From an optimization exercise on the open Yosys and OpenROAD flow, aimed at small area, a short achievable clock period and few clock cycles per item; shortcuts taken in it are not production practice.
The RTL was checked by simulation tests, not by an equivalence proof against the original design.

// xtea3_block_cipher_unit
module xtea3_block_cipher_unit (
  input  wire logic        clk_i,
  input  wire logic        rst_ni,
  input  wire logic        cfg_valid_i,
  output logic             cfg_ready_o,
  input  wire logic [2:0]  cfg_index_i,
  input  wire logic [63:0] cfg_data_i,
  input  wire logic        start,
  output logic             busy,
  input  wire logic        cmd_i,
  input  wire logic [31:0] in_word0_i,
  input  wire logic [31:0] in_word1_i,
  input  wire logic [31:0] in_word2_i,
  input  wire logic [31:0] in_word3_i,
  output logic             done_o,
  output logic [31:0]      out_word0_o,
  output logic [31:0]      out_word1_o,
  output logic [31:0]      out_word2_o,
  output logic [31:0]      out_word3_o
);
Size: about 330 I/O pins, ~61000 um^2 of cells after synthesis.
export LEC_CHECK = 0
export CAP_MARGIN = 30
export CORE_MARGIN = 2
export CORE_UTILIZATION = 45
export CTS_CLUSTER_DIAMETER = 120
export CTS_CLUSTER_SIZE = 22
export PLACE_DENSITY = 0.6
export SLEW_MARGIN = 30
create_clock -name core_clock -period 10.5 [get_ports {clk_i}]
standard.sh (not shown) runs the stock make flow with config.mk's settings and CLKGATE_MAP_FILE= SYNTH_SCRIPT=/design/flow/synth_recipe.tcl, a recipe that flattens the netlist after the stock synthesis.
==> flow/flow/run.sh <==
#!/bin/bash
set -euo pipefail
bash standard.sh SETUP_SLACK_MARGIN=7 "BUFFER_PORTS_ARGS=-buffer_cell sky130_fd_sc_hd__buf_2" finish > standard_make.log 2>&1
Testbench counts at the start, summed over its fixed seeds: cycles 86,024, blocks 960.
Edit:
--- a/flow/design.v
+++ b/flow/design.v
@@ -20,29 +20,30 @@
       2'd1: sel4 = k[63:32];
       2'd2: sel4 = k[95:64];
       default: sel4 = k[127:96];
     endcase
   endfunction
 endpackage
 `default_nettype wire
 `default_nettype none
 module xtea3_mix_rot (
   input  xtea3_pkg::word_t     x_i,
   input  xtea3_pkg::key_t      key_i,
-  input  wire logic [1:0]      sel_i,
+  input  wire logic [1:0]      sel_hi_i,   
+  input  wire logic [1:0]      sel_lo_i,   
   input  wire logic            plain_i,
   output xtea3_pkg::word_t     rot_hi_o,
   output xtea3_pkg::word_t     rot_lo_o
 );
-  assign rot_hi_o = xtea3_pkg::rotl(xtea3_pkg::sel4(key_i[255:128], sel_i), x_i[4:0]);
-  assign rot_lo_o = xtea3_pkg::rotl(xtea3_pkg::sel4(key_i[127:0], sel_i),
+  assign rot_hi_o = xtea3_pkg::rotl(xtea3_pkg::sel4(key_i[255:128], sel_hi_i), x_i[4:0]);
+  assign rot_lo_o = xtea3_pkg::rotl(xtea3_pkg::sel4(key_i[127:0], sel_lo_i),
                                     x_i[31:27] & {5{!plain_i}});
 endmodule
 module xtea3_mix_sum (
   input  xtea3_pkg::word_t     x_i,
   input  xtea3_pkg::word_t     rot_hi_i,
   input  xtea3_pkg::word_t     rot_lo_i,
   input  xtea3_pkg::word_t     p_i,
   input  xtea3_pkg::word_t     s_i,
   output xtea3_pkg::word_t     mix_o
 );
   assign mix_o = ((x_i << 4) + rot_hi_i) ^ (p_i + s_i) ^ ((x_i >> 5) + rot_lo_i);
@@ -74,23 +75,23 @@
   xtea3_pkg::key_t  key_q;
   logic [7:0]       rounds_q;
   xtea3_pkg::word_t dr_q;          
   logic             calc_q;        
   logic [3:0]       calc_n;        
   logic             busy_q, done_q;
   logic             a_val, a_calc, a_dec;
   logic             a_fin;         
   logic             a_white;       
   logic [7:0]       a_cnt;         
   logic [1:0]       a_wp;          
-  logic [1:0]       a_selx, a_sely;    
+  logic [1:0]       a_selx_h, a_selx_l, a_sely_h, a_sely_l;
   xtea3_pkg::block_t a_w;
   xtea3_pkg::word_t a_tau;         
   logic             b_val, b_calc, b_dec, b_white, b_zero;
   logic [7:0]       b_cnt;
   logic [1:0]       b_wp;
   xtea3_pkg::block_t b_w;
   xtea3_pkg::word_t b_tau;
   xtea3_pkg::word_t b_rhx, b_rlx, b_rhy, b_rly;    
   logic             c_val, c_calc, c_dec, c_fin;
   logic [7:0]       c_cnt;
   logic [1:0]       c_wp;
@@ -124,31 +125,33 @@
         xtea3_pkg::CFG_KEY_6_7: key_q[255:192] <= cfg_data_i;
         xtea3_pkg::CFG_ROUNDS:  rounds_q       <= cfg_data_i[7:0];
         default: ;
       endcase
     end
   end
   xtea3_pkg::word_t rhx, rlx, rhy, rly;
   logic             calc_end, calc_d;
   xtea3_mix_rot u_rot_x (
     .x_i      (a_w[63:32]),
     .key_i    (key_q),
-    .sel_i    (a_selx),
+    .sel_hi_i (a_selx_h),
+    .sel_lo_i (a_selx_l),
     .plain_i  (a_white),
     .rot_hi_o (rhx),
     .rot_lo_o (rlx)
   );
   xtea3_mix_rot u_rot_y (
     .x_i      (a_w[127:96]),
     .key_i    (key_q),
-    .sel_i    (a_sely),
+    .sel_hi_i (a_sely_h),
+    .sel_lo_i (a_sely_l),
     .plain_i  (a_white),
     .rot_hi_o (rhy),
     .rot_lo_o (rly)
   );
   assign calc_end = calc_q && a_calc && (calc_n == 4'd7);
   assign calc_d   = rounds_we || (calc_q && !calc_end);
   always_ff @(posedge clk_i) begin
     if (rounds_we) begin
       calc_n <= 4'd0;
     end else if (calc_q && a_calc) begin
       calc_n <= calc_n + 4'd1;
@@ -290,24 +293,26 @@
       a_fin  <= c_val && c_fin;
       done_q <= a_val && a_fin;
     end
   end
   logic       white_next;
   logic [1:0] kidx_next;
   assign white_next = (c_wp != 2'd0) && (!c_dec || c_cnt == 8'd0);
   assign kidx_next  = {c_dec, c_dec ^ c_wp[0]};
   always_ff @(posedge clk_i) begin
     a_w     <= {s3[32:1], r3, s1[32:1], r1};
     a_white <= white_next;
-    a_selx  <= white_next ? kidx_next : c_tau[1:0] - 2'd1;
-    a_sely  <= white_next ? kidx_next ^ 2'd2 : c_tau[12:11];
+    a_selx_h <= c_tau[1:0] - 2'd1;
+    a_selx_l <= white_next ? kidx_next : c_tau[1:0] - 2'd1;
+    a_sely_h <= c_tau[12:11];
+    a_sely_l <= white_next ? kidx_next ^ 2'd2 : c_tau[12:11];
     a_tau  <= c_tau;
     a_dec  <= c_dec;
     a_cnt  <= c_cnt;
     a_wp   <= c_wp;
   end
   assign out_word0_o = b_rhx;
   assign out_word1_o = b_rlx;
   assign out_word2_o = b_rhy;
   assign out_word3_o = b_rly;
 endmodule
 `default_nettype wire
What happened:
- synthesized cell count increases slightly
- hold slack loses 0.017 ns
- final area stays flat
- non-clock buffer count grows by 49
- routed wire length shrinks slightly
- worst setup slack gains 0.015 ns
- via count came out higher slightly
- first-iteration DRC count grows by a little under a tenth
- die area drops slightly
- fmax went up slightly
- global-route usage is higher by 0.20 points
- clock skew increases by 0.0097 ns
Testbench counts after the change, summed over its fixed seeds: cycles 86,024, blocks 960.

==> what the ideal ports hide <==
How much do the figures lean on ideal ports? The routed layouts below were timed once more, with nothing changed but the port constraints. Step 1 (the two cells are an assumption about what drives the block):
set clk [get_ports {clk_i}]
set_driving_cell -lib_cell sky130_fd_sc_hd__clkbuf_16 $clk
set_driving_cell -lib_cell sky130_fd_sc_hd__buf_2 [delete_from_list [all_inputs] $clk]
Step 2 adds t to the input delays and takes it off the output delays; t is the mean of the earliest and latest rising clock arrival at the registers after step 1. Input paths then give back, and output paths get back, about the clock's delay inside the block. Three values: ideal, step 1, step 2; two values: the first two.
run | shift t [ns] | slack for setup (ns) | cell pins on the clock port's net
the first run | 0.784 | 6.937 / 6.921 / 6.202 | 1
the second run | 0.789 | 6.952 / 6.914 / 6.235 | 1
After both steps every run listed still meets setup and hold. For the first run, which loses most, drivers alone change the setup slack by -0.016 ns; drivers and shift together by -0.735 ns.
